What follows belongs to an exercise in optimizing a design on an open flow for a short achievable clock period and few clock cycles; a production flow would make more cautious choices. Function was checked by simulation only, so behaviour that the tests miss may differ from the original. No activity file was given, so power comes from the tool's default toggle rates.

## lane 1
## processor
module processor (
    input  logic           clock,
    input  logic           reset,
    output cpu_pkg::word_t address_imem,
    input  cpu_pkg::word_t q_imem,
    output cpu_pkg::word_t address_dmem,
    output cpu_pkg::word_t data,
    output logic           wren,
    input  cpu_pkg::word_t q_dmem,
    output logic             ctrl_writeEnable,
    output cpu_pkg::reg_idx_t ctrl_writeReg,
    output cpu_pkg::reg_idx_t ctrl_readRegA,
    output cpu_pkg::reg_idx_t ctrl_readRegB,
    output cpu_pkg::word_t    data_writeReg,
    input  cpu_pkg::word_t    data_readRegA,
    input  cpu_pkg::word_t    data_readRegB
);
    logic [31:0] pc, pc_q, alt_q;
    logic        rd_q;
    assign pc = rd_q ? alt_q : pc_q;
    logic        e_we;
    logic        e_wev, e_stv, e_brv;
    logic [4:0]  e_dest;
    logic        e_st, e_br, e_bne, e_pred, e_addi, e_dec, e_nz, e_pos, e_neg;
    logic        e_rld, e_rand, e_ror, e_rsll, e_rsra;
    logic [3:0]  e_sh0, e_sh1;
    logic [1:0]  e_sh2;
    logic [31:0] e_a, e_b, e_addr, e_pc1, e_imm;
    logic        e_fa;
    logic        e_rsum, e_cin;
    logic        w_we;
    logic [4:0]  w_dest;
    logic [31:0] w_res;
    logic [31:0] other, res, hs, cy;
    logic [31:0] ins;
    logic [4:0]  op, rd, rs, rt, rb;
    logic        is_r, is_addi, is_lw, is_sw, is_bne, is_blt, is_j, is_jal, is_br, is_mem;
    logic [31:0] imm;
    assign ins     = q_imem;
    assign op      = ins[31:27];
    assign rd      = ins[26:22];
    assign rs      = ins[21:17];
    assign rt      = ins[16:12];
  ...
For scale: about 3700 cells after synthesis, roughly 310 flip-flops, roughly 280 I/O pins.
==> flow/config.mk <==
export PLATFORM = sky130hd
export DESIGN_NAME = processor
export DESIGN_NICKNAME = processor
export VERILOG_FILES = /design/flow/design.v
export SDC_FILE = /design/flow/constraint.sdc
export NUM_CORES = 4
export LEC_CHECK = 0
export ABC_CLOCK_PERIOD_IN_PS = 2500
export CAP_MARGIN = 20
export CORE_MARGIN = 2
export CORE_UTILIZATION = 40
export SETUP_SLACK_MARGIN = 2.5
export SLEW_MARGIN = 20
==> flow/constraint.sdc <==
create_clock -name core_clock -period 5.5 [get_ports {clock}]
set_input_delay 1.1000 -clock core_clock [delete_from_list [all_inputs] [get_ports {clock}]]
set_output_delay 1.1000 -clock core_clock [all_outputs]
set_load 0.01 [all_outputs]
run.sh (not shown) runs the stock make flow with config.mk's settings and CLKGATE_MAP_FILE= SYNTH_SCRIPT=/design/flow/synth_recipe.tcl, a recipe that flattens the netlist after the stock synthesis.
Testbench counts of lane 1, summed over its fixed seeds: cycles 27,831.
Modified inputs, lane 2 compared to lane 1
- a change of SETUP_SLACK_MARGIN from 2.5 to 3.0
==> comparison <==
In lane 2 the shortest clock period the worst path allows after layout turned out 0.0042 ns higher than in lane 1.
As far as switching power as a share of total power is concerned, lane 1 and lane 2 perform about the same.
Taking lane 1 as the reference point, the final design area excluding fillers of lane 2 rises by 11%.
The number of nets in the final layout number comes out higher for lane 2 vs lane 1.
Taking lane 1 over lane 2, the non-clock buffer count ratio works out to 0.802.
Between lane 1 and lane 2, the flow reports detailed-placement wirelength estimate decreasing slightly.
Setup WNS lane 1 -> lane 2: worse
Clock power share ends up lower on lane 2.
Input-level comparison between lane 3 and lane 2:
- putting PLACE_DENSITY at 0.75 where nothing was set
- swapping 40 for 55 in CORE_UTILIZATION
- swapping 3.0 for 2.5 in SETUP_SLACK_MARGIN
[summary]
In the metrics for lane 2 and lane 3, the one carrying the lower total of plain and repair buffers excluding clock buffers is lane 3.
The final reports for lane 3 and lane 2 show portion of the clock cycle consumed by the worst path in the final layout higher in the former.
Summary of the comparison: number of antenna violations at the first check in global routing is higher in lane 3, relative to lane 2.
Total routing resource utilization after global routing ended up 9.4 points higher on lane 3 than on lane 2.
From lane 2 to lane 3 the numbers moved as follows: wire length now smaller; depth of the worst register-to-register path saw a decrease; clock tree buffer count of the final layout went down.
Changes in lane 4 relative to lane 3:
- CORE_UTILIZATION: 55 -> 40
--- outcome ---
Lane 4 -> lane 3: layout multi-input combinational cell count flat
Going from lane 3 to lane 4, clock period minus worst slack decreased by 0.16 ns relative to the old numbers, routed wire length increased by about 8% relative to the old numbers, clock network power share decreased by 1.2 points relative to the old numbers, number of buffers other than clock buffers in the final layout decreased by 4 relative to the old numbers.
Lane 4 did not stop at any stage, and its layout met the timing, DRC and antenna checks.
Lane 3 -> lane 4: clock skew flat

---

processor again, from the RTL that the note above started with.
export LEC_CHECK = 0
export ABC_CLOCK_PERIOD_IN_PS = 2500
export CAP_MARGIN = 20
export CORE_MARGIN = 2
export CORE_UTILIZATION = 40
export PLACE_DENSITY = 0.9
export SETUP_SLACK_MARGIN = 2.5
export SLEW_MARGIN = 20
create_clock -name core_clock -period 5.5 [get_ports {clock}]
The first run finished clean.
Testbench counts at the start, summed over its fixed seeds: cycles 27,831.
Rerun with:
==> flow/flow/run.sh (new file) <==
#!/bin/bash
# The standard layout, with the port buffers made of buf_4 cells instead of
# the default choice; every tool's output goes to standard.log in this folder.
set -euo pipefail
export BUFFER_PORTS_ARGS="-buffer_cell sky130_fd_sc_hd__buf_4"
bash standard.sh > standard.log 2>&1
==> flow/standard.sh (new file) <==
#!/bin/bash
# synth_recipe.tcl (not shown) runs the flow's synth.tcl, then flattens the netlist and writes it again
# the make line also repeats each setting of config.mk as NAME=value (left out here)
make -C /OpenROAD-flow-scripts/flow DESIGN_CONFIG=/design/flow/config.mk WORK_HOME=/design/flow/orfs CLKGATE_MAP_FILE= SYNTH_SCRIPT=/design/flow/synth_recipe.tcl "${@:-finish}"
PLACE_DENSITY = 0.75   (was 0.9)
removed: flow/run.sh
The new run completed without violations.
Clock-buffer cell count is unchanged.
Global-route usage went down by 0.81 points.
Combinational power went down by a few percent.
Sequential cell count stays the same.
Final area fell by a few percent.
Setup slack is better by 120 ps.

re-timing with driven ports:
No port has a modelled driver above. Below, the same layouts with a new extraction and two added sets of constraints. Step 1: set_driving_cell puts a clkbuf_16 on clock and a buf_2 on each other input, an assumption about the parent block. Step 2, shift: input delay + t, output delay - t, t = (earliest + latest rising clock arrival at the registers) / 2. This alone moves slack from input paths to output paths. a / b / c = ideal ports / drivers / drivers and shift; a / b = the first two.
| run | t, ns | slack for setup (ns) | clock arrival spread, ns | worst slew at a driven data input, ns |
|---|---|---|---|---|
| lane 1 | 0.639 | 2.281 / 2.281 / 1.708 | 0.039 / 0.039 | 0.15 |
| lane 2 | 0.659 | 2.277 / 2.277 / 1.678 | 0.043 / 0.043 | 0.27 |
| lane 3 | 0.651 | 2.222 / 2.222 / 1.583 | 0.036 / 0.035 | 0.08 |
| lane 4 | 0.625 | 2.380 / 2.365 / 1.780 | 0.033 / 0.032 | 0.10 |
| the first run of note 2 | 0.629 | 2.121 / 2.121 / 1.604 | 0.028 / 0.028 | 0.14 |
| the second run of note 2 | 0.619 | 2.246 / 2.207 / 1.702 | 0.029 / 0.029 | 0.09 |
After both steps setup and hold are still met in every run listed. The setup slack of lane 3, which loses most, moves by 0.000 ns with the drivers and by -0.639 ns with both steps.
